Source: an optimization exercise on an open RTL-to-GDS flow (aim: small area, a short achievable clock period and few clock cycles per item). Production flows keep margins and buffers that such runs may drop. RTL that was checked went through simulation tests only; none was proved equivalent to the original. The RTL of runs 1 to 3 was laid out without a check of its function. Power is estimated from default activity; no workload was simulated.

==> flow/flow/run.sh <==
#!/bin/bash
# Standard ORFS layout (the standard.sh, unchanged synthesis), with
# port buffers of a real drive strength and timing repair aimed below the
# clock period so the achieved period shrinks. Constraints are the standard flow's.
# flow/knobs.txt holds extra make variables, one per line.
set -euo pipefail
mapfile -t KNOBS < <(grep -v '^#' flow/knobs.txt | grep -v '^$')
bash standard.sh \
  "BUFFER_PORTS_ARGS=-buffer_cell sky130_fd_sc_hd__buf_4" \
  "${KNOBS[@]}" \
  finish > flow_make.log 2>&1
==> flow/flow/knobs.txt <==
SETUP_SLACK_MARGIN=6.8
TNS_END_PERCENT=10
==> flow/standard.sh <==
#!/bin/bash
# synth_recipe.tcl (not shown) runs the flow's synth.tcl, then flattens the netlist and writes it again
# the make line also repeats each setting of config.mk as NAME=value (left out here)
make -C /OpenROAD-flow-scripts/flow DESIGN_CONFIG=/design/flow/config.mk WORK_HOME=/design/flow/orfs CLKGATE_MAP_FILE= SYNTH_SCRIPT=/design/flow/synth_recipe.tcl "${@:-finish}"
==> flow/config.mk <==
export PLATFORM = sky130hd
export DESIGN_NAME = muldiv_unit
export DESIGN_NICKNAME = muldiv_unit
export VERILOG_FILES = /design/flow/design.v
export SDC_FILE = /design/flow/constraint.sdc
export NUM_CORES = 4
export LEC_CHECK = 0
export CAP_MARGIN = 20
export CORE_MARGIN = 2
export CORE_UTILIZATION = 40
export SLEW_MARGIN = 20
==> flow/constraint.sdc <==
create_clock -name core_clock -period 11.0 [get_ports {clk}]
set_input_delay 2.2000 -clock core_clock [delete_from_list [all_inputs] [get_ports {clk}]]
set_output_delay 2.2000 -clock core_clock [all_outputs]
set_load 0.01 [all_outputs]
==> flow/design.v <==
module muldiv_unit #(
    parameter int XLEN       = 32,
    parameter int MUL_STAGES = 2
) (
    input  logic            clk,
    input  logic            reset,
    input  logic            flush,
    input  logic            in_valid,
    output logic            in_ready,
    input  logic [2:0]      op,
    input  logic [XLEN-1:0] operand_1,
    input  logic [XLEN-1:0] operand_2,
    output logic            out_valid,
    input  logic            out_ready,
    output logic [XLEN-1:0] result,
    output logic            zero,
    output logic            busy
);
    localparam int W = XLEN + 4;
    logic            r_idle;
    logic            r_busy;
    logic            r_valid;
    logic            r_zero;
    logic            p_prep;     
    logic            p_div;      
    logic            p_corr;     
    logic            p_neg;      
    logic            p_mul;      
    logic            p_mfix;     
    logic            r_rem;      
    logic            r_mlo;      
    logic            r_mhu;      
    logic            r_aneg;     
    logic            r_bneg;     
    logic            r_qneg;     
    logic            r_bzero;    
    logic            r_first;    
    logic            r_last;     
    logic [4:0]      r_cnt;      
    logic            r_bone;     
    logic            r_btwo;     
    logic            r_bsub;     
    logic            r_cone;     
    logic            r_ctwo;     
    logic            r_csub;     
    logic            r_ninv;     
    logic [W-1:0]    r_x;        
    logic [XLEN-1:0] r_y;        
    logic [XLEN:0]   r_z;        
    function automatic logic [5:0] lzc32(input logic [31:0] v);
        logic [15:0] zf1; logic [15:0] c1;
        logic [7:0]  zf2; logic [15:0] c2;
        logic [3:0]  zf3; logic [11:0] c3;
        logic [1:0]  zf4; logic [7:0]  c4;
        logic        zf5; logic [4:0]  c5;
        for (int i = 0; i < 16; i++) begin
            zf1[i] = ~v[2*i+1] & ~v[2*i];
            c1[i]  = ~v[2*i+1];
        end
        for (int i = 0; i < 8; i++) begin
            zf2[i]     = zf1[2*i+1] & zf1[2*i];
            c2[2*i+:2] = zf1[2*i+1] ? {1'b1, c1[2*i]} : {1'b0, c1[2*i+1]};
        end
        for (int i = 0; i < 4; i++) begin
            zf3[i]     = zf2[2*i+1] & zf2[2*i];
            c3[3*i+:3] = zf2[2*i+1] ? {1'b1, c2[2*(2*i)+:2]} : {1'b0, c2[2*(2*i+1)+:2]};
        end
        for (int i = 0; i < 2; i++) begin
            zf4[i]     = zf3[2*i+1] & zf3[2*i];
            c4[4*i+:4] = zf3[2*i+1] ? {1'b1, c3[3*(2*i)+:3]} : {1'b0, c3[3*(2*i+1)+:3]};
        end
        zf5 = zf4[1] & zf4[0];
        c5  = zf4[1] ? {1'b1, c4[3:0]} : {1'b0, c4[7:4]};
        lzc32 = zf5 ? 6'd32 : {1'b0, c5};
    endfunction
    wire       in_aneg = op[2] & ~op[0] & operand_1[XLEN-1];
    wire       in_bneg = op[2] & ~op[0] & operand_2[XLEN-1];
    wire       pa = in_aneg & (&(~operand_1[XLEN-2:0] | operand_1[XLEN-1:1]));
    wire       pb = in_bneg & (&(~operand_2[XLEN-2:0] | operand_2[XLEN-1:1]));
    wire [5:0] la = lzc32(in_aneg ? ~operand_1 : operand_1);
    wire [5:0] lb = lzc32(in_bneg ? ~operand_2 : operand_2);
    wire       bz = (operand_2 == '0);
    logic [5:0] r_la;
    logic [5:0] r_lb;
    logic       r_pa;
    logic       r_pb;
    wire [6:0] jd = {1'b0, r_lb} - {1'b0, r_la} + {6'd0, r_pa} - {6'd0, r_pb};
    wire       sc = jd[6] | r_bzero;
    logic        c_a0;       
    logic        c_bzp;      
    logic        c_bzn;      
    logic        c_bz2p;     
    logic        c_bz2n;     
    logic        c_byp;      
    logic        c_byn;      
    logic        c_bxn;      
    logic        c_inv;      
    logic        c_czp;      
    logic        c_czn;      
    logic        c_cz2p;     
    logic        c_cz2n;     
    logic        c_cinv;     
    logic        x_sum;      
    logic        x_quo;      
    logic        x_sh;       
    logic        x_mlo;      
    wire [W-1:0] z_ext = {{(W-XLEN-1){r_z[XLEN]}}, r_z};
    wire [W-1:0] add_a = c_a0 ? '0 : r_x;
    wire [W-1:0] src_z  = z_ext;
    wire [W-1:0] src_z2 = {z_ext[W-2:0], 1'b0};
    wire [W-1:0] src_y  = {{(W-XLEN){r_aneg}}, r_y};
    wire [W-1:0] src_z4 = {z_ext[W-3:0], 2'b00};
    wire [W-1:0] src_z8 = {z_ext[W-4:0], 3'b000};
    wire [W-1:0] pp0   = ({W{c_bzp}}  & src_z)  | ({W{c_bzn}}  & ~src_z)
                       | ({W{c_bz2p}} & src_z2) | ({W{c_bz2n}} & ~src_z2)
                       | ({W{c_byp}}  & src_y)  | ({W{c_byn}}  & ~src_y)
                       | ({W{c_bxn}}  & ~r_x);
    wire [W-1:0] pp1   = ({W{c_czp}}  & src_z4) | ({W{c_czn}}  & ~src_z4)
                       | ({W{c_cz2p}} & src_z8) | ({W{c_cz2n}} & ~src_z8);
    wire [W-1:0] cs_s  = add_a ^ pp0 ^ pp1;
    wire [W-1:0] cs_c  = {(add_a[W-2:0] & pp0[W-2:0]) | (add_a[W-2:0] & pp1[W-2:0])
                          | (pp0[W-2:0] & pp1[W-2:0]), c_inv};
    wire [W-1:0] sum   = cs_s + cs_c + {{(W-1){1'b0}}, c_cinv};
    wire [W-1:0] zt = cs_s ^ cs_c;
    wire [W-1:0] zk = cs_s | cs_c;
    wire [W-1:1] zok = ~(zt[W-1:1] ^ zk[W-2:0]);
    wire [4:0]   zlow = {1'b0, cs_s[3:0]} + {1'b0, cs_c[3:0]} + {4'd0, c_cinv};
    wire         sum_lo_zero = (zt[0] == c_cinv) & (&zok[XLEN-1:1]);
    wire         sum_hi_zero = (zt[4] == zlow[4]) & (&zok[W-1:5]);
    wire q = ~sum[W-1];
    wire x_zero = (r_x[XLEN-1:0] == '0);
    wire [XLEN-1:0] y_quo = {r_y[XLEN-2:0] & {(XLEN-1){~r_first}}, q};
    logic fin;
    logic zf;
    always_comb begin
        fin = 1'b0;
        zf  = 1'b0;
        if (p_prep & sc) begin
            fin = 1'b1;
            zf  = r_rem ? (r_y == '0) : ~r_bzero;
        end
        if (p_div & r_last & ~r_rem & ~r_qneg) begin
            fin = 1'b1;
            zf  = (y_quo[XLEN-1:1] == '0) & ~q;
        end
        if (p_mul & r_last & r_mlo) begin
            fin = 1'b1;
            zf  = (r_y[XLEN-1:4] == '0) & (sum[3:0] == 4'b0000);
        end
        if (p_mul & r_last & ~r_mlo & ~r_mhu) begin
            fin = 1'b1;
            zf  = sum_hi_zero;
        end
        if (p_div & r_last & r_rem & q & ~r_aneg) begin
            fin = 1'b1;
            zf  = sum_lo_zero;
        end
        if ((p_corr & ~r_aneg) | p_mfix) begin
            fin = 1'b1;
            zf  = sum_lo_zero;
        end
        if (p_neg) begin
            fin = 1'b1;
            zf  = x_zero;
        end
    end
    always_ff @(posedge clk or posedge reset) begin
        if (reset) begin
            r_idle  <= 1'b1;
            r_busy  <= 1'b0;
            r_valid <= 1'b0;
            r_zero  <= 1'b0;
        end else if (flush) begin
            r_idle  <= 1'b1;
            r_busy  <= 1'b0;
            r_valid <= 1'b0;
            r_zero  <= 1'b0;
        end else if (r_idle) begin
            if (in_valid) begin
                r_idle <= 1'b0;
                r_busy <= 1'b1;
            end
        end else if (r_valid) begin
            if (out_ready) begin
                r_idle  <= 1'b1;
                r_busy  <= 1'b0;
                r_valid <= 1'b0;
                r_zero  <= 1'b0;
            end
        end else if (fin) begin
            r_valid <= 1'b1;
            r_zero  <= zf;
        end
    end
    logic       n_prep, n_div, n_corr, n_neg, n_mul, n_mfix;
    logic       n_last, n_ninv;
    logic       n_bone, n_btwo, n_bsub, n_cone, n_ctwo, n_csub;
    logic [4:0] n_cnt;
    always_comb begin
        n_prep  = 1'b0;
        n_div   = 1'b0;
        n_corr  = 1'b0;
        n_neg   = 1'b0;
        n_mul   = 1'b0;
        n_mfix  = 1'b0;
        n_last  = r_last;
        n_ninv  = r_ninv;
        n_cnt   = r_cnt;
        n_bone  = r_bone;
        n_btwo  = r_btwo;
        n_bsub  = r_bsub;
        n_cone  = r_cone;
        n_ctwo  = r_ctwo;
        n_csub  = r_csub;
        if (r_idle) begin
            n_prep = op[2];
            n_mul  = ~op[2];
            n_cnt  = 5'd7;
            n_last = 1'b0;
            n_bone = operand_1[0];
            n_btwo = operand_1[1] & ~operand_1[0];
            n_bsub = operand_1[1];
            n_cone = operand_1[2] ^ operand_1[1];
            n_ctwo = (operand_1[3:1] == 3'b100) | (operand_1[3:1] == 3'b011);
            n_csub = operand_1[3] & ~(operand_1[2] & operand_1[1]);
        end else begin
            if (p_prep) begin
                n_ninv = ~r_bneg;
                n_div  = ~sc;
                n_cnt  = jd[4:0];
                n_last = (jd[4:0] == 5'd0);
            end
            if (p_div) begin
                n_cnt  = r_cnt - 5'd1;
                n_last = (r_cnt == 5'd1);
                n_ninv = q ^ r_bneg;
                if (r_last) begin
                    if (r_rem) begin
                        n_corr = ~q;
                        n_neg  = q & r_aneg;
                    end else begin
                        n_neg  = r_qneg;
                    end
                end else begin
                    n_div = 1'b1;
                end
            end
            if (p_corr) begin
                n_neg  = r_aneg;
            end
            if (p_mul) begin
                n_cnt  = r_cnt - 5'd1;
                n_last = (r_cnt == 5'd1);
                n_bone = r_y[4] ^ r_y[3];
                n_btwo = (r_y[5:3] == 3'b100) | (r_y[5:3] == 3'b011);
                n_bsub = r_y[5] & ~(r_y[4] & r_y[3]);
                n_cone = r_y[6] ^ r_y[5];
                n_ctwo = (r_y[7:5] == 3'b100) | (r_y[7:5] == 3'b011);
                n_csub = r_y[7] & ~(r_y[6] & r_y[5]);
                if (r_last) begin
                    n_mfix = r_mhu;
                end else begin
                    n_mul = 1'b1;
                end
            end
        end
    end
    wire n_rem  = r_idle ? (op[2] & op[1]) : r_rem;
    wire n_mlo  = r_idle ? (op == 3'b000) : r_mlo;
    wire n_aneg = r_idle ? (op[2] & ~op[0] & operand_1[XLEN-1]) : r_aneg;
    wire n_bneg = r_idle ? (op[2] & ~op[0] & operand_2[XLEN-1]) : r_bneg;
    always_ff @(posedge clk) begin
        p_prep  <= n_prep;
        p_div   <= n_div;
        p_corr  <= n_corr;
        p_neg   <= n_neg;
        p_mul   <= n_mul;
        p_mfix  <= n_mfix;
        r_last  <= n_last;
        r_ninv  <= n_ninv;
        r_cnt   <= n_cnt;
        r_bone  <= n_bone;
        r_btwo  <= n_btwo;
        r_bsub  <= n_bsub;
        r_cone  <= n_cone;
        r_ctwo  <= n_ctwo;
        r_csub  <= n_csub;
        r_rem   <= n_rem;
        r_mlo   <= n_mlo;
        r_aneg  <= n_aneg;
        r_bneg  <= n_bneg;
        if (r_idle)
            r_mhu <= (op == 3'b011) & operand_1[XLEN-1];
        r_la    <= la;
        r_lb    <= lb;
        r_pa    <= pa;
        r_pb    <= pb;
        r_bzero <= bz;
        if (r_idle)
            r_qneg <= in_aneg ^ in_bneg;
        r_first <= p_prep;
        c_a0   <= n_prep | n_neg | r_idle;
        c_bzp  <= (n_div & ~n_ninv) | (n_corr & ~n_bneg) | n_mfix | (n_mul & n_bone & ~n_bsub);
        c_bzn  <= (n_div & n_ninv) | (n_corr & n_bneg) | (n_mul & n_bone & n_bsub);
        c_bz2p <= n_mul & n_btwo & ~n_bsub;
        c_bz2n <= n_mul & n_btwo & n_bsub;
        c_byp  <= n_prep & ~n_aneg;
        c_byn  <= n_prep & n_aneg;
        c_bxn  <= n_neg;
        c_inv  <= (n_prep & n_aneg) | (n_div & n_ninv) | (n_corr & n_bneg) | n_neg
                | (n_mul & n_bsub);
        c_czp  <= n_mul & n_cone & ~n_csub;
        c_czn  <= n_mul & n_cone & n_csub;
        c_cz2p <= n_mul & n_ctwo & ~n_csub;
        c_cz2n <= n_mul & n_ctwo & n_csub;
        c_cinv <= n_mul & n_csub;
        x_sum  <= n_prep | (n_div & ~(n_last & ~n_rem)) | n_corr | n_neg | n_mfix;
        x_quo  <= n_div & n_last & ~n_rem;
        x_sh   <= n_mul & ~(n_last & n_mlo);
        x_mlo  <= n_mul & n_last & n_mlo;
    end
    wire x_sc = p_prep & sc;
    always_ff @(posedge clk) begin
        if (x_sc)
            r_x <= {{(W-XLEN){1'b0}}, r_rem ? r_y : {XLEN{r_bzero}}};
        else if (x_sum)
            r_x <= sum;
        else if (x_quo)
            r_x <= {{(W-XLEN){1'b0}}, y_quo};
        else if (x_sh)
            r_x <= {{4{sum[W-1]}}, sum[W-1:4]};
        else if (x_mlo)
            r_x <= {{(W-XLEN){1'b0}}, sum[3:0], r_y[XLEN-1:4]};
        if (r_idle)
            r_y <= operand_1;
        else if (p_div)
            r_y <= y_quo;
        else if (p_mul)
            r_y <= {sum[3:0], r_y[XLEN-1:4]};
        if (r_idle)
            r_z <= {((op == 3'b001) | (op[2] & ~op[0])) & operand_2[XLEN-1], operand_2};
        else if (p_prep)
            r_z <= r_z << jd[4:0];
        else if (p_div & ~r_last)
            r_z <= {r_z[XLEN], r_z[XLEN:1]};
    end
    assign in_ready  = r_idle;
    assign busy      = r_busy;
    assign out_valid = r_valid;
    assign result    = r_x[XLEN-1:0];
    assign zero      = r_zero;
endmodule
==> results of run 1 <==
-- Yosys cell counts (all sizes together), types with 11 or more instances --
cell type	n	area (um^2)
nand2	236	886
mux2i	206	2060
a21oi	185	937
clkbuf	173	653
o21ai	167	851
inv	155	582
nor2	154	581
edfxtp	99	2970
ha	90	1130
buf	78	440
nor2b	70	438
dfxtp	60	1200
nor3	44	225
xor2	42	383
fa	40	801
nand3	38	195
xnor2	35	307
a211oi	33	253
a31oi	33	206
nor4	33	206
o2111ai	33	289
a221oi	27	243
and3	27	169
nand4	23	144
nand2b	20	125
mux2	19	218
a222oi	17	170
a22oi	16	120
o211ai	15	113
a21o	13	97.6
and2	11	68.8
or3	11	78.8
-- worst register-to-register path: stages, from the launching register on --
cell       delay, ns
edfxtp_1        0.51
buf_6           0.18
mux2i_2         0.18
o2111ai_2       0.16
fa_1            0.51
fa_2            0.40
buf_4           0.16
a211oi_2        0.29
o21ai_1         0.16
a31oi_1         0.35
o21ai_0         0.15
xor2_1          0.55
nand2_1         0.11
a221oi_1        0.43
a211oi_1        0.10
a21oi_1         0.13
-- flip-flops by register name (all words and copies together), names as in the netlist, 5 cells and up --
signal  count
r_y        32
r_la        6
r_lb        6
r_z        33
r_cnt       5
r_x        36
-- worst min path at each step --
stage	from	to	cells after the start
2_1_floorplan	p_prep	r_first	0
3_3_place_gp	r_ninv	r_ninv	2
3_5_place_dp	r_ninv	r_ninv	2
4_1_cts	r_ninv	r_ninv	2
5_1_grt	r_ninv	r_ninv	2
6_report	r_ninv	r_ninv	2
-- kinds of logic after synthesis --
group	Yosys count
and+or+nand+nor	689
AOI/OAI and AO/OA	629
buffers and inverters	409
muxes	232
DFF	163
adders and majority gates	130
xor gates and xnor gates	78
-- report_power, final --
part           switching, mW  internal, mW
Sequential             0.280         0.825
Clock                  0.289         0.319
Combinational           1.81          1.24
Total                   2.38          2.38
-- metal layers --
metal  vias up  share of wire
li1       8372              -
met1      8944           0.41
met2      1192           0.43
met3       221           0.12
met4         2          0.043
met5         -         0.0014
-- cell type report --
class	instances	area, um^2
well taps	600	751
multi-input cells	1758	13000
repair inverters	2	10.0
fillers	4454	24100
inverters	158	613
repair buffers	251	2010
clock inverters	11	109
clock buffers	21	472
flip-flops and latches	163	4310
-- repair_timing --
item	CTS	global route
setup buffers	86	29
pin swaps	38	22
hold buffers	0	0
endpoints found under the setup margin	66	70
resized for setup	97	44
endpoints found under the hold margin	0	0
cloned	0	2
==> reports/qor.yml, run 1 <==
run_status:
  status: "no timing/DRC/antenna violations"
timing:
  holdWs_ns: 0.519
  hold_viol_final: 0
  setup_viol: 0
  slew_viol_final: 0
  fin_skew_ns: 0.0135
  slew_headroom: 0.143
  fmax_ghz: 0.222
  fin_crit_ns: 4.51
  rsz0062_at_grt: "yes"
  finalCritPeriodShare: 0.410
  tightestPinTransition_ns: 1.28
  timing.final.ws_setup_ns: 6.49
  setup_tns_ns: 0
critical_path:
  arrival_ns: 4.82
  worstSetupStartpoint: "r_z[0]"
  critPathRequiredTime_ns: 11.31
  slowest_delay_ns: 0.55
  critPathTopFamily: "compound AO/OA/AOI/OAI gates"
  critical_path_class: "reg2reg"
  crit_fanout: 3
  cp_slowest_cell: "xor2_1"
  r2r_setup_slack_ns: 6.49
  cp-end-kind: "flop"
  ff2ff_path_depth: 15
  worstReg2RegStart: "r_z[0]"
  r2r-end: "r_x[5]"
  cp-start-kind: "flop"
  path_buf_inv: 2
  cp_cell_sequence: "buf_6 > mux2i_2 > o2111ai_2 > fa_1 > fa_2 > buf_4 > a211oi_2 > o21ai_1 > a31oi_1 > o21ai_0 > xor2_1 > nand2_1 > a221oi_1 > a211oi_1 > a21oi_1"
  cp.depth: 15
  crit_end: "r_x[5]"
route:
  ant_nets: 0
  firstDrtPassIters: 10
  drc: 0
  vias: 18700
  drt-initial-drc-count: 2430
  drt_wl_total_mm: 75.1
  wl_per_cell_um: 25.3
  drt-vias-per-instance: 6.32
synth:
  synth_nets: 2532
  synth_ff_type: "edfxtp_1"
  synth_top_family_by_area: "compound AO/OA/AOI/OAI gates"
  synth_compound_gate_area_share: 0.220
  synth-edff-count: 99
  synth-simple-area-share: 0.179
  ys_seq_area_frac: 0.233
  async_reset_ff_frac: 0.0245
  synth.cell_area_mm2: 0.0184
  syn_avg_cell_area_um2: 7.88
  synthCells: 2330
  synth_mux_area_frac: 0.133
  ys_seq_elements: 163
  yosys.cell_types.count: 91
  synthAdderAreaFrac: 0.105
  yosys_warnings: 1
  synthXorXnorAreaFrac: 0.0388
global_routing:
  overflow: 0
  globalRouteMet2Util: 0.467
  grt_use_met1: 0.422
  grt_pass1_wl_mm: 112
  busiest_layer: "met2"
  met3_usage: 0.0882
  grt.total_usage: 0.311
  grt_max_degree: 105
  grt_antenna_before_repair: 0
  first_global_vias: 17600
cells_and_area:
  drive_above_1_share: 0.184
  final_core_util: 0.469
  most-common-layout-cells: "nand2_1 (235), buf_4 (235), mux2i_1 (200), a21oi_1 (173), o21ai_0 (158)"
  fin_area_mm2: 0.0213
  diodes: 0
  nNetsFinal: 2553
  area_growth_syn_to_layout_pct: 16.0
  instances_no_fill: 2964
clock_network:
  clockBufferDepth: 2
  clock_latency_ns: 0.46
  cts_tree: "yes"
  clkSinkCount: 163
  cts_max_level: 4
  clkTransAtPathRegs_ns: 0.07
  numCtsBuffers: 17
  cts-root-buf: "clkbuf_16"
floorplan:
  coreArea_mm2: 0.0454
  num_rows: 78
  die_h_um: 218
  die-area_mm2: 0.0477
  start_util: 0.405
  ioPinCount: 108
  die_x_um: 218
power_and_ir_drop:
  cellPowerDensity_mw_per_mm2: 224
  leakagePower_nw: 8.89
  peakVddDrop_mv: 0.0919
  finalPower_mw: 4.77
placed_design:
  place.gp.congestion: 0.951
  place_inst: 2815
  port_buffers: 107
  placed_cell_area_mm2: 0.0191
  place_ws_ns: 5.51
  post-dp-hpwl_mm: 53.7
worst_hold_path:
  hp-class: "reg2reg"
run:
  drv_cap: 0
==> run 2: changes to the inputs <==
--- a/flow/design.v
+++ b/flow/design.v
@@ -88,2 +88,24 @@
     wire       sc = jd[6] | r_bzero;
+    function automatic logic [W-1:0] ks_add(input logic [W-1:0] x,
+                                            input logic [W-1:0] y,
+                                            input logic         ci);
+        logic [W:0] g;
+        logic [W:0] p;
+        logic [W:0] g2;
+        logic [W:0] p2;
+        g = {x & y, ci};
+        p = {x ^ y, 1'b0};
+        for (int d = 1; d <= W; d = d * 2) begin
+            g2 = g;
+            p2 = p;
+            for (int i = 0; i <= W; i++)
+                if (i >= d) begin
+                    g2[i] = g[i] | (p[i] & g[i-d]);
+                    p2[i] = p[i] & p[i-d];
+                end
+            g = g2;
+            p = p2;
+        end
+        ks_add = x ^ y ^ g[W-1:0];
+    endfunction
     logic        c_a0;       
@@ -122,3 +144,3 @@
                           | (pp0[W-2:0] & pp1[W-2:0]), c_inv};
-    wire [W-1:0] sum   = cs_s + cs_c + {{(W-1){1'b0}}, c_cinv};
+    wire [W-1:0] sum   = ks_add(cs_s, cs_c, c_cinv);
     wire [W-1:0] zt = cs_s ^ cs_c;
==> run 2 against run 1 <==
Effect of this change:
- wire length up 4.7%
- maximum frequency up 1.4%
- sequential power down 5%
- register-to-register slack better by 0.06 ns
- critical path depth up 2
- cell count up 1.3%
- sequential cell count unchanged
- hold slack about the same
- synthesized cell count up 1.4%
- via count up 1.6%
- clock-buffer cell count down 1
==> reports/qor.yml, run 2 <==
run_status:
  status: "no timing/DRC/antenna violations"  # unchanged
route:
  drc: 0  # unchanged
  firstDrtPassIters: 8  # was 10
  ant_nets: 0  # unchanged
  wl_per_cell_um: 26.2  # was 25.3 um
  drt-vias-per-instance: 6.33  # was 6.32
  vias: 19000  # was 18,700
  drt_wl_total_mm: 78.7  # was 75.1 mm
  drt-initial-drc-count: 2492  # was 2,430
clock_network:
  clock_latency_ns: 0.47  # was 0.46 ns
  cts_hold_buffers: 0  # unchanged
  cts_max_level: 4  # unchanged
  clkSinkCount: 163  # unchanged
  clkTransAtPathRegs_ns: 0.07  # about the same
  cts_tree: "yes"  # unchanged
  clockBufferDepth: 2  # unchanged
  cts-root-buf: "clkbuf_16"  # unchanged
  numCtsBuffers: 17  # unchanged
timing:
  rsz0062_at_grt: "yes"  # unchanged
  hold_viol_final: 0  # unchanged
  slew_headroom: 0.255  # was 0.143
  timing.final.ws_setup_ns: 6.56  # was 6.49 ns
  fmax_ghz: 0.225  # was 0.222 GHz
  setup_viol: 0  # unchanged
  finalCritPeriodShare: 0.404  # was 0.410
  slew_viol_final: 0  # unchanged
  tightestPinTransition_ns: 1.11  # was 1.28 ns
  setup_tns_ns: 0  # unchanged
  fin_skew_ns: 0.0111  # was 0.0135 ns
  fin_crit_ns: 4.44  # was 4.51 ns
cells_and_area:
  reg_top3: "r_x: 36 flops, r_z: 33 flops, r_y: 32 flops"  # unchanged
  final_common_cell: "buf_4"
  largest_reg_flops: 36  # unchanged
  nNetsFinal: 2587  # was 2,553
  diodes: 0  # unchanged
  top_register: "r_x"  # unchanged
  drive_above_1_share: 0.184  # about the same
  most-common-layout-cells: "buf_4 (218), nand2_1 (217), mux2i_1 (217), a21oi_1 (188), nor2_1 (157)"  # was nand2_1 (235), buf_4 (235), mux2i_1 (200), a21oi_1 (173), o21ai_0 (158)
  area_growth_syn_to_layout_pct: 18.0  # was 16.0%
  final_core_util: 0.476  # was 0.469
run:
  drv_cap: 0  # unchanged
global_routing:
  grt_max_degree: 74  # was 105
  grt_antenna_before_repair: 2  # was 0
  grt.total_usage: 0.319  # was 0.311
  overflow: 0  # unchanged
  first_global_vias: 17700  # was 17,600
  grt_pass1_wl_mm: 115  # was 112 mm
power_and_ir_drop:
  leakagePower_nw: 9.21  # was 8.89 nW
  p_sw_frac: 0.496  # was 0.500
  comb_power_share: 0.656  # was 0.641
  p_int_mw: 2.45  # was 2.38 mW
  switching_power_mw: 2.40  # was 2.38 mW
  peakVddDrop_mv: 0.122  # was 0.0919 mV
  sequentialPowerShare: 0.216  # was 0.232
  finalPower_mw: 4.85  # was 4.77 mW
  cellPowerDensity_mw_per_mm2: 219  # was 224 mW/mm^2
  p_clk_frac: 0.128  # was 0.127
critical_path:
  r2r_setup_slack_ns: 6.56  # was 6.49 ns
  cp-end-kind: "flop"  # unchanged
  critPathRequiredTime_ns: 11.22  # was 11.31 ns
  critical_path_class: "reg2reg"  # unchanged
  worstReg2RegStart: "c_bxn"  # was r_z[0]
  ff2ff_path_depth: 17  # was 15
  cp-start-kind: "flop"  # unchanged
  crit_fanout: 9  # was 3
  r2r-end: "r_x[31]"  # was r_x[5]
  arrival_ns: 4.66  # was 4.82 ns
placed_design:
  post-dp-hpwl_mm: 55.5  # was 53.7 mm
  place_ws_ns: 5.92  # was 5.51 ns
  place.gp.congestion: 0.997  # was 0.951
  port_buffers: 107  # unchanged
synth:
  yosys_warnings: 1  # unchanged
  ys_seq_area_frac: 0.228  # was 0.233
  synth_ff_type: "edfxtp_1"  # unchanged
  ys_seq_elements: 163  # unchanged
  synth_top_area_cell: "edfxtp_1"  # unchanged
  synthCells: 2363  # was 2,330
  netlist.area_leader.share: 0.159  # was 0.162
  yosys.cell_types.count: 95  # was 91
  syn_avg_cell_area_um2: 7.94  # was 7.88 um^2
  yosysMostFrequentCell: "mux2i_1"  # was nand2_1
  async_reset_ff_frac: 0.0245  # unchanged
  synth.cell_area_mm2: 0.0188  # was 0.0184 mm^2
  synth-edff-count: 99  # unchanged
  synth_common_cells: "mux2i_1 (232), nand2_1 (221), a21oi_1 (195)"  # was nand2_1 (236), mux2i_1 (206), a21oi_1 (184)
  yosys-top-cells-area: "edfxtp_1 (16%), mux2i_1 (12%), dfxtp_1 (6.4%)"  # was edfxtp_1 (16%), mux2i_1 (11%), dfxtp_1 (6.5%)
  synth_nets: 2566  # was 2,532
floorplan:
  die_x_um: 221  # was 218 um
  die_h_um: 221  # was 218 um
  num_rows: 79  # was 78
  coreArea_mm2: 0.0465  # was 0.0454 mm^2
  start_util: 0.404  # was 0.405
  ioPinCount: 108  # unchanged
  die-area_mm2: 0.0486  # was 0.0477 mm^2
worst_hold_path:
  whs_path_depth: 2  # unchanged
  hp-class: "reg2reg"  # unchanged
  hp-start: "r_cnt[4]"  # was r_ninv
  min_to: "r_cnt[4]"  # was r_ninv
==> run 2: cell count changes in the layout (fill, tap and decap cells not counted), moves of 12 or more <==
cell and delta:
nand2_1 -18, o221ai_1 +13, buf_4 -17, a222oi_1 -17, a21oi_1 +15, o21ai_0 -20, buf_12 +13, inv_1 -13
a221oi_1 -12, nor2b_1 +16, mux2i_1 +17
==> run 2: layout make-up <==
cell class / instances / area (um^2)
inverters: 146 / 553
clock inverters: 12 / 116
flip-flops and latches: 163 / 4290
well taps: 607 / 759
fillers: 4568 / 24300
clock buffers: 20 / 468
multi-input cells: 1808 / 13700
repair buffers: 248 / 2230
==> run 2: critical path, cell delays in order, from the launching register on <==
cell	delay, ns
dfxtp_4	0.38
clkinv_4	0.09
buf_12	0.17
o22ai_1	0.11
a211o_1	0.32
fa_2	0.60
ha_4	0.23
a211oi_4	0.27
o31ai_4	0.13
o21ai_4	0.21
a2111oi_4	0.11
or3b_4	0.43
a31oi_4	0.29
buf_4	0.19
xnor2_2	0.08
a21oi_2	0.20
nor3_1	0.07
a311o_1	0.29
==> run 2: how the worst max path moves through the flow <==
| stage | cells after the start | slack [ns] | startpoint | to |
|---|---|---|---|---|
| 5_1_grt | 17 | 6.50 | c_bxn | r_x[31] |
| 6_report | 17 | 6.56 | c_bxn | r_x[31] |
| 3_3_place_gp | 15 | 6.08 | c_bxn | r_x[22] |
| 4_1_cts | 17 | 6.65 | c_byp | c_inv |
| 2_1_floorplan | 15 | 6.76 | c_bxn | r_x[31] |
| 3_5_place_dp | 15 | 5.92 | c_bxn | r_x[22] |
==> run 2: cell families (layout without fill, tap and decap cells) <==
family / count (synthesis) / count (layout) / synth area share
AO/OA/AOI/OAI: 621 / 621 / 0.212
XOR/XNOR: 80 / 80 / 0.0389
adder cells (fa/ha/maj): 131 / 131 / 0.103
buffers and inverters: 392 / 426 / 0.0863
flip-flops: 163 / 163 / 0.228
multiplexers: 258 / 258 / 0.147
AND/OR/NAND/NOR: 718 / 718 / 0.185
==> run 2: metrics by stage <==
stage	std cells	hold WS (ns)	area [um^2]
after floorplan	2363	0.329	18800
after global placement	2877	0.483	19600
after CTS	2978	0.519	21500
after detailed placement	2877	0.509	19600
after global routing	3004	0.551	22100
final	3004	0.518	22100
==> run 2: metal layers <==
metal,global-route usage,share of wire
met5,0,0
met4,0.135,0.043
met3,0.0437,0.098
met1,0.462,0.43
met2,0.475,0.43
==> run 2: what timing repair did <==
item,CTS,global route
pin swaps,34,42
buffers inserted,66,26
setup endpoints to repair,48,61
gates resized for setup,104,93
gates cloned,3,0
==> run 2: power groups by stage <==
| stage | sequential (mW) | combinational, mW | clock (mW) |
|---|---|---|---|
| after floorplan | 0.910 | 1.92 | 0 |
| after global placement | 1.09 | 2.60 | 0 |
| after detailed placement | 1.09 | 2.59 | 0 |
| after CTS | 1.03 | 2.92 | 0.620 |
| after global routing | 1.05 | 3.38 | 0.644 |
| final | 1.05 | 3.18 | 0.619 |
==> run 3: changes to the inputs <==
--- a/flow/design.v
+++ b/flow/design.v
@@ -20,2 +20,3 @@
     logic            r_idle;
+    logic            r_ld;       
     logic            r_busy;
@@ -189,2 +190,8 @@
     always_ff @(posedge clk or posedge reset) begin
+        if (reset)
+            r_ld <= 1'b1;
+        else
+            r_ld <= ~(~flush & ((r_ld & in_valid) | (~r_ld & ~(r_valid & out_ready))));
+    end
+    always_ff @(posedge clk or posedge reset) begin
         if (reset) begin
@@ -236,3 +243,3 @@
         n_csub  = r_csub;
-        if (r_idle) begin
+        if (r_ld) begin
             n_prep = op[2];
@@ -289,6 +296,6 @@
     end
-    wire n_rem  = r_idle ? (op[2] & op[1]) : r_rem;
-    wire n_mlo  = r_idle ? (op == 3'b000) : r_mlo;
-    wire n_aneg = r_idle ? (op[2] & ~op[0] & operand_1[XLEN-1]) : r_aneg;
-    wire n_bneg = r_idle ? (op[2] & ~op[0] & operand_2[XLEN-1]) : r_bneg;
+    wire n_rem  = r_ld ? (op[2] & op[1]) : r_rem;
+    wire n_mlo  = r_ld ? (op == 3'b000) : r_mlo;
+    wire n_aneg = r_ld ? (op[2] & ~op[0] & operand_1[XLEN-1]) : r_aneg;
+    wire n_bneg = r_ld ? (op[2] & ~op[0] & operand_2[XLEN-1]) : r_bneg;
     always_ff @(posedge clk) begin
@@ -313,3 +320,3 @@
         r_bneg  <= n_bneg;
-        if (r_idle)
+        if (r_ld)
             r_mhu <= (op == 3'b011) & operand_1[XLEN-1];
@@ -320,6 +327,6 @@
         r_bzero <= bz;
-        if (r_idle)
+        if (r_ld)
             r_qneg <= in_aneg ^ in_bneg;
         r_first <= p_prep;
-        c_a0   <= n_prep | n_neg | r_idle;
+        c_a0   <= n_prep | n_neg | r_ld;
         c_bzp  <= (n_div & ~n_ninv) | (n_corr & ~n_bneg) | n_mfix | (n_mul & n_bone & ~n_bsub);
@@ -355,3 +362,3 @@
             r_x <= {{(W-XLEN){1'b0}}, sum[3:0], r_y[XLEN-1:4]};
-        if (r_idle)
+        if (r_ld)
             r_y <= operand_1;
@@ -361,3 +368,3 @@
             r_y <= {sum[3:0], r_y[XLEN-1:4]};
-        if (r_idle)
+        if (r_ld)
             r_z <= {((op == 3'b001) | (op[2] & ~op[0])) & operand_2[XLEN-1], operand_2};
==> run 3 against run 2 <==
Effect of this change:
- global-route usage decreased by 0.56 points
- clock-buffer cell count down 3
- non-clock buffer count rose by 25
- critical path type unchanged
==> reports/qor.yml, run 3 <==
worst_hold_path:
  whs_path_depth: 1  # was 2
  hp-start: "r_ninv"  # was r_cnt[4]
  hp-class: "reg2reg"  # unchanged
  min_to: "r_ninv"  # was r_cnt[4]
cells_and_area:
  area_growth_syn_to_layout_pct: 20.0  # was 18.0%
  fin_area_mm2: 0.0224  # was 0.0221 mm^2
  final_core_util: 0.484  # was 0.476
  diodes: 0  # unchanged
  largest_reg_flops: 36  # unchanged
  final_common_cell: "nand2_1"  # was buf_4
  nNetsFinal: 2590  # was 2,587
  most-common-layout-cells: "nand2_1 (246), buf_4 (241), mux2i_1 (224), o21ai_0 (152), inv_1 (150)"  # was buf_4 (218), nand2_1 (217), mux2i_1 (217), a21oi_1 (188), nor2_1 (157)
  multiInputGateArea_mm2: 0.0137  # about the same
  n_fill_cell: 4455  # was 4,568
  top_register: "r_x"  # unchanged
  seqCellArea_mm2: 0.00432  # was 0.00429 mm^2
  reg_top3: "r_x: 36 flops, r_z: 33 flops, r_y: 32 flops"  # unchanged
  drive_above_1_share: 0.207  # was 0.184
  instances_no_fill: 3007  # was 3,004
floorplan:
  coreArea_mm2: 0.0463  # was 0.0465 mm^2
  ioPinCount: 108  # unchanged
  die_x_um: 220  # was 221 um
  die-area_mm2: 0.0484  # was 0.0486 mm^2
  die_h_um: 220  # was 221 um
  start_util: 0.403  # was 0.404
  num_rows: 79  # unchanged
critical_path:
  arrival_ns: 4.81  # was 4.66 ns
  r2r-end: "r_zero"  # was r_x[31]
  critPathRequiredTime_ns: 11.37  # was 11.22 ns
  cp-start-kind: "flop"  # unchanged
  cp-end-kind: "flop"  # unchanged
  ff2ff_path_depth: 14  # was 17
  r2r_setup_slack_ns: 6.56  # about the same
  worstReg2RegStart: "r_y[1]"  # was c_bxn
  crit_fanout: 5  # was 9
  critical_path_class: "reg2reg"  # unchanged
route:
  firstDrtPassIters: 6  # was 8
  drc: 0  # unchanged
  drt-vias-per-instance: 6.31  # was 6.33
  wl_per_cell_um: 25.7  # was 26.2 um
  drt_wl_total_mm: 77.3  # was 78.7 mm
  ant_nets: 0  # unchanged
  vias: 19000  # about the same
  drt-initial-drc-count: 2284  # was 2,492
timing:
  setup_viol: 0  # unchanged
  slew_headroom: 0.162  # was 0.255
  finalCritPeriodShare: 0.404  # about the same
  holdWs_ns: 0.471  # was 0.518 ns
  rsz0062_at_grt: "yes"  # unchanged
  timing.final.ws_setup_ns: 6.56  # about the same
  slew_viol_final: 0  # unchanged
  setup_tns_ns: 0  # unchanged
  fin_skew_ns: 0.0147  # was 0.0111 ns
  fmax_ghz: 0.225  # about the same
  tightestPinTransition_ns: 1.25  # was 1.11 ns
  fin_crit_ns: 4.44  # about the same
  hold_viol_final: 0  # unchanged
synth:
  synth-edff-count: 99  # unchanged
  synth.cell_area_mm2: 0.0187  # was 0.0188 mm^2
  synth_top_area_cell: "edfxtp_1"  # unchanged
  syn_avg_cell_area_um2: 7.99  # was 7.94 um^2
  synth_nets: 2538  # was 2,566
  ys_seq_elements: 164  # was 163
  synthCells: 2335  # was 2,363
  netlist.area_leader.share: 0.159  # about the same
  yosys_warnings: 1  # unchanged
  yosys.cell_types.count: 78  # was 95
  synth_ff_type: "edfxtp_1"  # unchanged
  synth_common_cells: "mux2i_1 (249), nand2_1 (249), clkbuf_1 (171)"  # was mux2i_1 (232), nand2_1 (221), a21oi_1 (195)
  async_reset_ff_frac: 0.0305  # was 0.0245
  ys_seq_area_frac: 0.231  # was 0.228
  yosys-top-cells-area: "edfxtp_1 (16%), mux2i_1 (13%), dfxtp_1 (6.4%)"  # was edfxtp_1 (16%), mux2i_1 (12%), dfxtp_1 (6.4%)
placed_design:
  placed_cell_area_mm2: 0.0194  # was 0.0196 mm^2
  place_inst: 2837  # was 2,877
  post-dp-hpwl_mm: 54.1  # was 55.5 mm
  port_buffers: 107  # unchanged
  place_ws_ns: 5.73  # was 5.92 ns
  place.gp.congestion: 0.991  # was 0.997
clock_network:
  clkSinkCount: 164  # was 163
  clkTransAtPathRegs_ns: 0.08  # was 0.07 ns
  clock_latency_ns: 0.47  # about the same
  cts-root-buf: "clkbuf_16"  # unchanged
  cts_tree: "yes"  # unchanged
  cts_hold_buffers: 0  # unchanged
  cts_max_level: 4  # unchanged
  numCtsBuffers: 17  # unchanged
  clockBufferDepth: 2  # unchanged
run:
  drv_cap: 0  # unchanged
power_and_ir_drop:
  leakagePower_nw: 9.37  # was 9.21 nW
  cellPowerDensity_mw_per_mm2: 221  # was 219 mW/mm^2
  peakVddDrop_mv: 0.133  # was 0.122 mV
  finalPower_mw: 4.95  # was 4.85 mW
global_routing:
  first_global_vias: 18000  # was 17,700
  grt_pass1_wl_mm: 114  # was 115 mm
  grt.total_usage: 0.314  # was 0.319
  grt_antenna_before_repair: 5  # was 2
  overflow: 0  # unchanged
  grt_max_degree: 72  # was 74
run_status:
  status: "no timing/DRC/antenna violations"  # unchanged
==> run 3: cell types whose count changed after synthesis, sizes merged, moves of 6 or more <==
| cell | delta |
|---|---|
| nor2 | -45 |
| clkbuf | -8 |
| and2 | +6 |
| o21a | -10 |
| nand2 | +28 |
| a211oi | -7 |
| a21oi | -41 |
| o21ai | +13 |
| inv | +8 |
| nor3 | -12 |
| or3 | +7 |
| xor2 | -7 |
| mux2i | +17 |
==> run 3: where the power goes <==
part           internal, mW  switching [mW]
Combinational          1.37            1.91
Clock                 0.309           0.319
Sequential            0.825           0.213
Total                  2.51            2.44
==> run 3: how the worst max path moves through the flow <==
stage            start      end  slack, ns  cells past startpoint
3_5_place_dp   r_la[0]    x_sum       5.73                     15
5_1_grt        r_z[18]  r_x[29]       6.44                     15
4_1_cts         r_z[2]   r_zero       6.66                     15
6_report        r_y[1]   r_zero       6.56                     14
2_1_floorplan    c_bxn  r_x[30]       6.73                     16
3_3_place_gp   r_la[0]    x_sum       5.70                     15
==> run 3: final cells by class <==
class	count	share of cell area
Clock buffer	17	0.0190
Clock inverter	15	0.00800
Inverter	154	0.0262
Multi-Input combinational cell	1776	0.614
Sequential cell	164	0.193
Tap cell	607	0.0339
Timing Repair Buffer	273	0.105
Timing Repair inverter	1	0.000224
==> run 3: worst max-delay path, stage by stage (launching register included) <==
cell       delay (ns)
edfxtp_1         0.51
mux2i_1          0.29
o2111ai_2        0.18
fa_1             0.61
ha_4             0.25
a211oi_2         0.30
o211ai_1         0.21
nand4_1          0.16
nand3_2          0.13
a41oi_4          0.43
a41oi_4          0.20
a211oi_4         0.37
o31ai_4          0.12
or4b_4           0.50
o32ai_2          0.10
==> run 3: timing repair <==
action | in CTS | in global routing
setup buffers | 107 | 27
cloned | 1 | 3
gates resized for setup | 148 | 74
pin swaps | 30 | 43
setup endpoints to repair | 85 | 87
==> run 3: metal layers <==
layer | vias up | share of wire | global-route usage
met5 | - | 0.00069 | 0
met1 | 9074 | 0.42 | 0.447
met2 | 1217 | 0.42 | 0.467
met4 | 8 | 0.045 | 0.115
met3 | 200 | 0.12 | 0.0617
li1 | 8478 | - | -
==> run 3: logic make-up after synthesis <==
family | synth area share
simple gates | 0.184
compound gates | 0.203
buf+inv | 0.0861
mux | 0.158
flops | 0.231
fa+ha+maj | 0.104
xor+xnor | 0.0348
==> run 4: changes to the inputs <==
--- a/flow/design.v
+++ b/flow/design.v
@@ -20,3 +20,2 @@
     logic            r_idle;
-    logic            r_ld;       
     logic            r_busy;
@@ -89,24 +88,2 @@
     wire       sc = jd[6] | r_bzero;
-    function automatic logic [W-1:0] ks_add(input logic [W-1:0] x,
-                                            input logic [W-1:0] y,
-                                            input logic         ci);
-        logic [W:0] g;
-        logic [W:0] p;
-        logic [W:0] g2;
-        logic [W:0] p2;
-        g = {x & y, ci};
-        p = {x ^ y, 1'b0};
-        for (int d = 1; d <= W; d = d * 2) begin
-            g2 = g;
-            p2 = p;
-            for (int i = 0; i <= W; i++)
-                if (i >= d) begin
-                    g2[i] = g[i] | (p[i] & g[i-d]);
-                    p2[i] = p[i] & p[i-d];
-                end
-            g = g2;
-            p = p2;
-        end
-        ks_add = x ^ y ^ g[W-1:0];
-    endfunction
     logic        c_a0;       
@@ -125,8 +102,7 @@
     logic        c_cinv;     
-    logic        x_sum;      
-    logic        x_quo;      
-    logic        x_sh;       
-    logic        x_mlo;      
+    logic        c_ash;      
+    logic        r_rsy;      
+    logic        r_rshi;     
     wire [W-1:0] z_ext = {{(W-XLEN-1){r_z[XLEN]}}, r_z};
-    wire [W-1:0] add_a = c_a0 ? '0 : r_x;
+    wire [W-1:0] add_a = c_a0 ? '0 : (c_ash ? {{4{r_x[W-1]}}, r_x[W-1:4]} : r_x);
     wire [W-1:0] src_z  = z_ext;
@@ -145,3 +121,3 @@
                           | (pp0[W-2:0] & pp1[W-2:0]), c_inv};
-    wire [W-1:0] sum   = ks_add(cs_s, cs_c, c_cinv);
+    wire [W-1:0] sum   = cs_s + cs_c + {{(W-1){1'b0}}, c_cinv};
     wire [W-1:0] zt = cs_s ^ cs_c;
@@ -154,2 +130,3 @@
     wire x_zero = (r_x[XLEN-1:0] == '0);
+    wire y_zero = (r_y == '0);
     wire [XLEN-1:0] y_quo = {r_y[XLEN-2:0] & {(XLEN-1){~r_first}}, q};
@@ -157,8 +134,13 @@
     logic zf;
+    logic fsy;
+    logic fshi;
     always_comb begin
-        fin = 1'b0;
-        zf  = 1'b0;
+        fin  = 1'b0;
+        zf   = 1'b0;
+        fsy  = 1'b0;
+        fshi = 1'b0;
         if (p_prep & sc) begin
             fin = 1'b1;
-            zf  = r_rem ? (r_y == '0) : ~r_bzero;
+            fsy = 1'b1;
+            zf  = r_rem ? y_zero : ~r_bzero;
         end
@@ -166,2 +148,3 @@
             fin = 1'b1;
+            fsy = 1'b1;
             zf  = (y_quo[XLEN-1:1] == '0) & ~q;
@@ -170,2 +153,3 @@
             fin = 1'b1;
+            fsy = 1'b1;
             zf  = (r_y[XLEN-1:4] == '0) & (sum[3:0] == 4'b0000);
@@ -173,4 +157,5 @@
         if (p_mul & r_last & ~r_mlo & ~r_mhu) begin
-            fin = 1'b1;
-            zf  = sum_hi_zero;
+            fin  = 1'b1;
+            fshi = 1'b1;
+            zf   = sum_hi_zero;
         end
@@ -186,10 +171,10 @@
             fin = 1'b1;
-            zf  = x_zero;
+            zf  = r_rem ? x_zero : y_zero;
         end
     end
-    always_ff @(posedge clk or posedge reset) begin
-        if (reset)
-            r_ld <= 1'b1;
-        else
-            r_ld <= ~(~flush & ((r_ld & in_valid) | (~r_ld & ~(r_valid & out_ready))));
+    always_ff @(posedge clk) begin
+        if (fin) begin
+            r_rsy  <= fsy;
+            r_rshi <= fshi;
+        end
     end
@@ -243,3 +228,3 @@
         n_csub  = r_csub;
-        if (r_ld) begin
+        if (r_idle) begin
             n_prep = op[2];
@@ -296,6 +281,6 @@
     end
-    wire n_rem  = r_ld ? (op[2] & op[1]) : r_rem;
-    wire n_mlo  = r_ld ? (op == 3'b000) : r_mlo;
-    wire n_aneg = r_ld ? (op[2] & ~op[0] & operand_1[XLEN-1]) : r_aneg;
-    wire n_bneg = r_ld ? (op[2] & ~op[0] & operand_2[XLEN-1]) : r_bneg;
+    wire n_rem  = r_idle ? (op[2] & op[1]) : r_rem;
+    wire n_mlo  = r_idle ? (op == 3'b000) : r_mlo;
+    wire n_aneg = r_idle ? (op[2] & ~op[0] & operand_1[XLEN-1]) : r_aneg;
+    wire n_bneg = r_idle ? (op[2] & ~op[0] & operand_2[XLEN-1]) : r_bneg;
     always_ff @(posedge clk) begin
@@ -320,3 +305,3 @@
         r_bneg  <= n_bneg;
-        if (r_ld)
+        if (r_idle)
             r_mhu <= (op == 3'b011) & operand_1[XLEN-1];
@@ -327,6 +312,6 @@
         r_bzero <= bz;
-        if (r_ld)
+        if (r_idle)
             r_qneg <= in_aneg ^ in_bneg;
         r_first <= p_prep;
-        c_a0   <= n_prep | n_neg | r_ld;
+        c_a0   <= n_prep | n_neg | r_idle;
         c_bzp  <= (n_div & ~n_ninv) | (n_corr & ~n_bneg) | n_mfix | (n_mul & n_bone & ~n_bsub);
@@ -336,4 +321,4 @@
         c_byp  <= n_prep & ~n_aneg;
-        c_byn  <= n_prep & n_aneg;
-        c_bxn  <= n_neg;
+        c_byn  <= (n_prep & n_aneg) | (n_neg & ~n_rem);
+        c_bxn  <= n_neg & n_rem;
         c_inv  <= (n_prep & n_aneg) | (n_div & n_ninv) | (n_corr & n_bneg) | n_neg
@@ -345,21 +330,10 @@
         c_cinv <= n_mul & n_csub;
-        x_sum  <= n_prep | (n_div & ~(n_last & ~n_rem)) | n_corr | n_neg | n_mfix;
-        x_quo  <= n_div & n_last & ~n_rem;
-        x_sh   <= n_mul & ~(n_last & n_mlo);
-        x_mlo  <= n_mul & n_last & n_mlo;
+        c_ash  <= n_mul | n_mfix;
     end
-    wire x_sc = p_prep & sc;
     always_ff @(posedge clk) begin
-        if (x_sc)
-            r_x <= {{(W-XLEN){1'b0}}, r_rem ? r_y : {XLEN{r_bzero}}};
-        else if (x_sum)
-            r_x <= sum;
-        else if (x_quo)
-            r_x <= {{(W-XLEN){1'b0}}, y_quo};
-        else if (x_sh)
-            r_x <= {{4{sum[W-1]}}, sum[W-1:4]};
-        else if (x_mlo)
-            r_x <= {{(W-XLEN){1'b0}}, sum[3:0], r_y[XLEN-1:4]};
-        if (r_ld)
+        r_x <= sum;
+        if (r_idle)
             r_y <= operand_1;
+        else if (p_prep & sc & ~r_rem)
+            r_y <= {XLEN{r_bzero}};
         else if (p_div)
@@ -368,3 +342,3 @@
             r_y <= {sum[3:0], r_y[XLEN-1:4]};
-        if (r_ld)
+        if (r_idle)
             r_z <= {((op == 3'b001) | (op[2] & ~op[0])) & operand_2[XLEN-1], operand_2};
@@ -378,3 +352,3 @@
     assign out_valid = r_valid;
-    assign result    = r_x[XLEN-1:0];
+    assign result    = r_rsy ? r_y : (r_rshi ? r_x[W-1:4] : r_x[XLEN-1:0]);
     assign zero      = r_zero;
==> flow/flow/knobs.txt (replaced) <==
SETUP_SLACK_MARGIN=6.8
TNS_END_PERCENT=10
CORE_UTILIZATION=55
==> run 4 against run 3 <==
Effect of this change:
- still clean
- non-clock buffer count is 61 lower
- power fell by 14%
- utilization up 15 points
- worst setup slack better by 0.087 ns
- critical path type is now reg2out
- critical endpoint is now result[24]
- largest cell class unchanged
- largest power group unchanged
- highest routed layer is now met4
==> reports/qor.yml, run 4 <==
synth:
  yosys-top-cells-area: "mux2i_1 (15%), edfxtp_1 (12%), dfxtp_1 (10%)"  # was edfxtp_1 (16%), mux2i_1 (13%), dfxtp_1 (6.4%)
  synthCells: 2184  # was 2,335
  synth_nets: 2386  # was 2,538
  synth.cell_area_mm2: 0.0174  # was 0.0187 mm^2
  yosys.cell_types.count: 85  # was 78
  syn_avg_cell_area_um2: 7.94  # was 7.99 um^2
  async_reset_ff_frac: 0.0245  # was 0.0305
  yosysMostFrequentCell: "mux2i_1"
  synth_ff_type: "dfxtp_1"  # was edfxtp_1
  netlist.area_leader.share: 0.153  # was 0.159
  synth-edff-count: 70  # was 99
  synth_common_cells: "mux2i_1 (265), nand2_1 (200), a21oi_1 (175)"  # was mux2i_1 (249), nand2_1 (249), clkbuf_1 (171)
  ys_seq_area_frac: 0.230  # was 0.231
  synth_top_area_cell: "mux2i_1"  # was edfxtp_1
  yosys_warnings: 1  # unchanged
  ys_seq_elements: 163  # was 164
timing:
  finalCritPeriodShare: 0.396  # was 0.404
  fmax_ghz: 0.229  # was 0.225 GHz
  tightestPinTransition_ns: 1.07  # was 1.25 ns
  fin_crit_ns: 4.36  # was 4.44 ns
  slew_headroom: 0.289  # was 0.162
  fin_skew_ns: 0.0203  # was 0.0147 ns
  holdWs_ns: 0.501  # was 0.471 ns
  rsz0062_at_grt: "yes"  # unchanged
  hold_viol_final: 0  # unchanged
  setup_viol: 0  # unchanged
  setup_tns_ns: 0  # unchanged
  slew_viol_final: 0  # unchanged
clock_network:
  clock_latency_ns: 0.47  # about the same
  clockBufferDepth: 2  # unchanged
  clkSinkCount: 163  # was 164
  cts_tree: "yes"  # unchanged
  cts-root-buf: "clkbuf_16"  # unchanged
  clkTransAtPathRegs_ns: 0.08  # about the same
  cts_max_level: 4  # unchanged
  numCtsBuffers: 17  # unchanged
cells_and_area:
  final_common_cell: "mux2i_1"  # was nand2_1
  top_register: "r_x"  # unchanged
  n_fill_cell: 2779  # was 4,455
  final_core_util: 0.635  # was 0.484
  area_growth_syn_to_layout_pct: 14.6  # was 20.0%
  drive_above_1_share: 0.146  # was 0.207
  nNetsFinal: 2424  # was 2,590
  reg_top3: "r_x: 36 flops, r_z: 33 flops, r_y: 32 flops"  # unchanged
  largest_reg_flops: 36  # unchanged
  instances_no_fill: 2637  # was 3,007
  diodes: 0  # unchanged
  most-common-layout-cells: "mux2i_1 (262), nand2_1 (199), buf_4 (183), a21oi_1 (175), inv_1 (172)"  # was nand2_1 (246), buf_4 (241), mux2i_1 (224), o21ai_0 (152), inv_1 (150)
global_routing:
  grt_max_degree: 65  # was 72
  grt.total_usage: 0.385  # was 0.314
  first_global_vias: 16300  # was 18,000
  grt_antenna_before_repair: 0  # was 5
  grt_pass1_wl_mm: 97.0  # was 114 mm
  overflow: 0  # unchanged
power_and_ir_drop:
  peakVddDrop_mv: 0.161  # was 0.133 mV
  cellPowerDensity_mw_per_mm2: 214  # was 221 mW/mm^2
  leakagePower_nw: 8.73  # was 9.37 nW
  finalPower_mw: 4.26  # was 4.95 mW
route:
  wl_met1_mm: 25.6  # was 32.1 mm
  wl_per_cell_um: 24.9  # was 25.7 um
  drc: 0  # unchanged
  met2WireLength_mm: 29.5  # was 32.6 mm
  ant_nets: 0  # unchanged
  routed.top_layer: "met4"  # was met5
  met3WireLength_mm: 6.52  # was 9.01 mm
  drt-vias-per-instance: 6.65  # was 6.31
  vias: 17500  # was 19,000
  drt_wl_total_mm: 65.6  # was 77.3 mm
  drt-initial-drc-count: 2302  # was 2,284
  firstDrtPassIters: 8  # was 6
placed_design:
  place_inst: 2520  # was 2,837
  post-dp-hpwl_mm: 46.0  # was 54.1 mm
  port_buffers: 107  # unchanged
  place.gp.congestion: 0.956  # was 0.991
critical_path:
  worstSetupStartpoint: "r_rshi"  # was r_y[1]
  arrival_ns: 2.16  # was 4.81 ns
  r2r_setup_slack_ns: 6.73  # was 6.56 ns
  cp-start-kind: "flop"  # unchanged
  crit_fanout: 32  # was 5
  critical_path_class: "reg2out"  # was reg2reg
  critPathRequiredTime_ns: 8.80  # was 11.37 ns
  cp-end-kind: "output port"  # was flop
  worstReg2RegStart: "r_z[0]"  # was r_y[1]
worst_hold_path:
  hp-start: "r_ninv"  # unchanged
  hp-class: "reg2reg"  # unchanged
floorplan:
  die-area_mm2: 0.0330  # was 0.0484 mm^2
  die_h_um: 182  # was 220 um
  die_x_um: 182  # was 220 um
  coreArea_mm2: 0.0313  # was 0.0463 mm^2
  num_rows: 65  # was 79
  start_util: 0.554  # was 0.403
  ioPinCount: 108  # unchanged
run:
  drv_cap: 0  # unchanged
run_status:
  status: "no timing/DRC/antenna violations"  # unchanged
## run 4: cell types whose count changed after synthesis, sizes merged, moves of 21 or more
cell    delta
nand2     -49
nor2      +35
a22o      +24
edfxtp    -29
nor2b     -65
inv       +22
o21ai     -21
dfxtp     +29
and3      -27
buf       -44
## run 4: area by class of cell
cell class / instances / area [um^2] / share of cell area
multi-input combinational: 1652 / 12200 / 0.614
clock inverter: 13 / 115 / 0.00579
sequential: 163 / 4020 / 0.202
inverter: 175 / 663 / 0.0334
tap: 402 / 503 / 0.0253
timing repair buffer: 212 / 1920 / 0.0968
timing repair inverter: 1 / 5.00 / 0.000252
clock buffer: 19 / 433 / 0.0218
## run 4: worst max-delay path, cell delays in order (launching register included)
cell	delay, ns
edfxtp_1	0.33
buf_4	0.52
mux2i_1	0.18
o21ai_0	0.43
buf_4	0.21
## run 4: logic make-up (layout without fill, tap and decap cells)
family / count (synthesis) / in the layout / synth area share
AO/OA/AOI/OAI: 593 / 593 / 0.222
XOR/XNOR: 69 / 69 / 0.0356
adder cells (fa/ha/maj): 130 / 130 / 0.111
buffers and inverters: 369 / 420 / 0.0813
flip-flops: 163 / 163 / 0.230
multiplexers: 279 / 279 / 0.165
AND/OR/NAND/NOR: 581 / 581 / 0.156
## run 4: repair_timing
action,4_1_cts,5_1_grt
cloned,1,4
hold buffers,0,0
resized for setup,38,55
buffers inserted,28,52
endpoints found under the setup margin,77,79
pin swaps,6,21
## run 4: power breakdown
| part | internal, mW | leakage [nW] | switching [mW] |
|---|---|---|---|
| clock network | 0.297 | 0.267 | 0.298 |
| registers | 0.788 | 1.52 | 0.307 |
| logic | 1.09 | 6.94 | 1.48 |
## run 4: final timing paths
path                         endpoint  cells past startpoint
hold reg to reg                r_ninv                      2
max in group asynchronous      r_idle                      2
setup / recovery           result[24]                      4
hold / removal                 r_ninv                      2
setup reg to reg              r_x[34]                     15
min in group asynchronous      r_busy                      2
## run 4: layer usage
| layer | track usage | up-vias |
|---|---|---|
| li1 | - | 7938 |
| met5 | 0 | - |
| met1 | 0.492 | 8278 |
| met3 | 0.0776 | 265 |
| met4 | 0.194 | 0 |
| met2 | 0.620 | 1044 |
## run 4: metrics by stage
step	cell area, um^2	setup WS [ns]
after floorplan	17400	6.84
after global placement	18100	5.83
after detailed placement	18100	5.73
after CTS	19100	6.67
after global routing	19900	6.52
final	19900	6.64
Testbench counts of run 4, summed over its fixed seeds: cycles 44,162, ops 4,800.
==> run 5: changes to the inputs <==
==> flow/flow/knobs.txt (replaced) <==
SETUP_SLACK_MARGIN=6.8
TNS_END_PERCENT=10
==> run 5 against run 4 <==
Effect of this change:
- still clean on timing, DRC and antenna
- cell area is 0.50% lower
- sequential share of layout area is essentially flat
- maximum frequency up 1.4%
- first-iteration DRC count grew 7.3%
- utilization down 17 points
- clock power down 2%
- clock skew is 0.0088 ns lower
- synthesized cell count did not move
- die area grew 37%
- largest power group unchanged
==> reports/qor.yml, run 5 <==
run_status:
  status: "no timing/DRC/antenna violations"  # unchanged
synth:
  netlist.area_leader.share: 0.153  # unchanged
  synth-edff-count: 70  # unchanged
  ys_seq_elements: 163  # unchanged
  yosysMostFrequentCell: "mux2i_1"  # unchanged
  ys_seq_area_frac: 0.230  # unchanged
  synth_common_cells: "mux2i_1 (265), nand2_1 (200), a21oi_1 (175)"  # unchanged
  synth.cell_area_mm2: 0.0174  # unchanged
  async_reset_ff_frac: 0.0245  # unchanged
  yosys.cell_types.count: 85  # unchanged
  syn_avg_cell_area_um2: 7.94  # unchanged
  synth_ff_type: "dfxtp_1"  # unchanged
  yosys-top-cells-area: "mux2i_1 (15%), edfxtp_1 (12%), dfxtp_1 (10%)"  # unchanged
  yosys_warnings: 1  # unchanged
  synthCells: 2184  # unchanged
  synth_nets: 2386  # unchanged
  synth_top_area_cell: "mux2i_1"  # unchanged
timing:
  tightestPinTransition_ns: 0.947  # was 1.07 ns
  setup_viol: 0  # unchanged
  fin_crit_ns: 4.30  # was 4.36 ns
  fin_skew_ns: 0.0115  # was 0.0203 ns
  setup_tns_ns: 0  # unchanged
  rsz0062_at_grt: "yes"  # unchanged
  slew_headroom: 0.366  # was 0.289
  slew_viol_final: 0  # unchanged
  timing.final.ws_setup_ns: 6.70  # was 6.64 ns
  fmax_ghz: 0.233  # was 0.229 GHz
  finalCritPeriodShare: 0.391  # was 0.396
  holdWs_ns: 0.497  # was 0.501 ns
  hold_viol_final: 0  # unchanged
cells_and_area:
  final_core_util: 0.460  # was 0.635
  n_fill_cell: 4380  # was 2,779
  multiInputGateArea_mm2: 0.0121  # was 0.0122 mm^2
  reg_top3: "r_x: 36 flops, r_z: 33 flops, r_y: 32 flops"  # unchanged
  most-common-layout-cells: "mux2i_1 (264), nand2_1 (199), buf_4 (191), a21oi_1 (175), inv_1 (171)"  # was mux2i_1 (262), nand2_1 (199), buf_4 (183), a21oi_1 (175), inv_1 (172)
  nNetsFinal: 2421  # was 2,424
  fin_area_mm2: 0.0198  # was 0.0199 mm^2
  largest_reg_flops: 36  # unchanged
  top_register: "r_x"  # unchanged
  drive_above_1_share: 0.137  # was 0.146
  instances_no_fill: 2818  # was 2,637
  final_common_cell: "mux2i_1"  # unchanged
  area_growth_syn_to_layout_pct: 14.0  # was 14.6%
  seqCellArea_mm2: 0.00401  # was 0.00402 mm^2
placed_design:
  place_inst: 2703  # was 2,520
  port_buffers: 107  # unchanged
  place_ws_ns: 5.35  # was 5.73 ns
  place.gp.congestion: 0.930  # was 0.956
  post-dp-hpwl_mm: 47.4  # was 46.0 mm
  placed_cell_area_mm2: 0.0183  # was 0.0181 mm^2
global_routing:
  grt_max_degree: 80  # was 65
  overflow: 0  # unchanged
  first_global_vias: 16300  # about the same
  grt_antenna_before_repair: 3  # was 0
  grt.total_usage: 0.292  # was 0.385
  grt_pass1_wl_mm: 99.2  # was 97.0 mm
route:
  vias: 17400  # was 17,500
  drt-vias-per-instance: 6.18  # was 6.65
  drt-initial-drc-count: 2470  # was 2,302
  wl_per_cell_um: 23.7  # was 24.9 um
  firstDrtPassIters: 9  # was 8
  ant_nets: 0  # unchanged
  drc: 0  # unchanged
  drt_wl_total_mm: 66.9  # was 65.6 mm
clock_network:
  cts_max_level: 4  # unchanged
  clockBufferDepth: 2  # unchanged
  numCtsBuffers: 17  # unchanged
  clock_latency_ns: 0.47  # about the same
  cts_hold_buffers: 0  # unchanged
  cts-root-buf: "clkbuf_16"  # unchanged
  cts_tree: "yes"  # unchanged
  clkTransAtPathRegs_ns: 0.07  # was 0.08 ns
  clkSinkCount: 163  # unchanged
critical_path:
  critical_path_class: "in2reg"  # was reg2out
  arrival_ns: 4.70  # was 2.16 ns
  path_buf_inv: 1  # was 2
  cp-end-kind: "flop"  # was output port
  cp-start-kind: "primary input"  # was flop
  critPathTopFamily: "compound AO/OA/AOI/OAI gates"  # was buffers and inverters
  cp_slowest_cell: "and3b_1"  # was buf_4
  critPathRequiredTime_ns: 11.40  # was 8.80 ns
  crit_fanout: 19  # was 32
  cp_cell_sequence: "buf_4 > and3b_1 > o211ai_1 > a31oi_1 > o21ai_0 > o21ai_0 > a21oi_1 > o31ai_1 > a21oi_1 > nor3_1"  # was buf_4 > mux2i_1 > o21ai_0 > buf_4
  slowest_delay_ns: 0.80  # was 0.52 ns
floorplan:
  die_x_um: 212  # was 182 um
  die-area_mm2: 0.0451  # was 0.0330 mm^2
  coreArea_mm2: 0.0430  # was 0.0313 mm^2
  ioPinCount: 108  # unchanged
  start_util: 0.404  # was 0.554
  die_h_um: 212  # was 182 um
  num_rows: 76  # was 65
power_and_ir_drop:
  cellPowerDensity_mw_per_mm2: 212  # was 214 mW/mm^2
  finalPower_mw: 4.20  # was 4.26 mW
  leakagePower_nw: 8.64  # was 8.73 nW
  peakVddDrop_mv: 0.118  # was 0.161 mV
worst_hold_path:
  hp-class: "reg2reg"  # unchanged
run:
  drv_cap: 0  # unchanged
==> run 5: cell types whose count changed in the layout (fill, tap and decap cells not counted), moves of 6 or more <==
| cell | delta |
|---|---|
| ha_2 | -6 |
| ha_1 | +9 |
| buf_4 | +8 |
| buf_12 | -8 |
==> run 5: cells by family (layout without fill, tap and decap cells) <==
group	count (synthesis)	in the layout	synth area share
XOR/XNOR	69	69	0.0356
other	0	1	0
multiplexers	279	279	0.165
flip-flops	163	163	0.230
buffers and inverters	369	416	0.0813
AO/OA/AOI/OAI	593	593	0.222
AND/OR/NAND/NOR	581	582	0.156
adder cells (fa/ha/maj)	130	130	0.111
==> run 5: timing repair <==
action | CTS | global route
hold endpoints to repair | 0 | 0
pin swaps | 6 | 3
resized for setup | 37 | 13
endpoints found under the setup margin | 96 | 92
cloned | 2 | 3
buffers inserted | 54 | 23
==> run 5: final timing paths <==
check                           to  depth (start not counted)  startpoint  slack, ns
max                        r_la[0]                         10       op[0]       6.70
min                         r_ninv                          2      r_ninv       0.50
max reg2reg                  c_bzp                         14      r_z[0]       6.71
min reg2reg                 r_ninv                          2      r_ninv       0.50
max in group asynchronous   r_idle                          2       reset       9.06
min in group asynchronous  r_valid                          2       reset       1.66
==> run 5: per-layer routing <==
layer	vias to the layer above	share of wire	global-route usage	wire [um]
met5	-	0	0	0
met1	8432	0.43	0.397	28600
met3	166	0.095	0.0601	6330
met2	884	0.43	0.453	29100
li1	7944	-	-	-
met4	0	0.043	0.114	2880
==> run 5: power breakdown <==
group | switching [mW] | total (mW) | internal [mW] | leakage (nW)
clock network | 0.286 | 0.584 | 0.298 | 0.275
registers | 0.298 | 1.09 | 0.788 | 1.52
logic | 1.50 | 2.53 | 1.03 | 6.85
==> run 5: cell type report <==
class                           count  share of cell area
Antenna cell                        1            0.000126
Clock buffer                       19              0.0224
Clock inverter                     13             0.00487
Inverter                          175              0.0338
Multi-Input combinational cell   1653               0.612
Sequential cell                   163               0.203
Tap cell                          585              0.0370
Timing Repair Buffer              206              0.0861
Timing Repair inverter              3            0.000885
==> run 5: tightest hold or removal path, cell delays in order (launching register included) <==
cell and delay (ns):
dfxtp_1 0.31, o21ai_0 0.07, nand3_1 0.06

-- what the ideal ports hide --
In the flow no input, the clock included, has a driving cell. The finished layouts below were timed again as built, in two steps. Step 1, drivers: a clkbuf_16 drives clk and a buf_2 each remaining input, both assumed. Step 2 adds t to the input delays and takes it off the output delays; t is the mean of the earliest and latest rising clock arrival at the registers after step 1. Input paths then give back, and output paths get back, about the clock's delay inside the block. Slacks: no drivers / after step 1 / after step 2; pairs: no drivers / after step 1.
| run | t (ns) | setup slack, ns | cell pins on the clock port's net |
|---|---|---|---|
| run 1 | 0.516 | 6.495 / 6.495 / 6.133 | 1 |
| run 2 | 0.518 | 6.559 / 6.559 / 6.193 | 1 |
| run 3 | 0.510 | 6.555 / 6.555 / 6.299 | 1 |
| run 4 | 0.521 | 6.642 / 6.585 / 6.265 | 1 |
| run 5 | 0.522 | 6.700 / 6.692 / 6.206 | 1 |
After both steps every run listed still meets setup and hold. The setup slack of run 5, which loses most, moves by -0.008 ns with the drivers and by -0.494 ns with both steps.
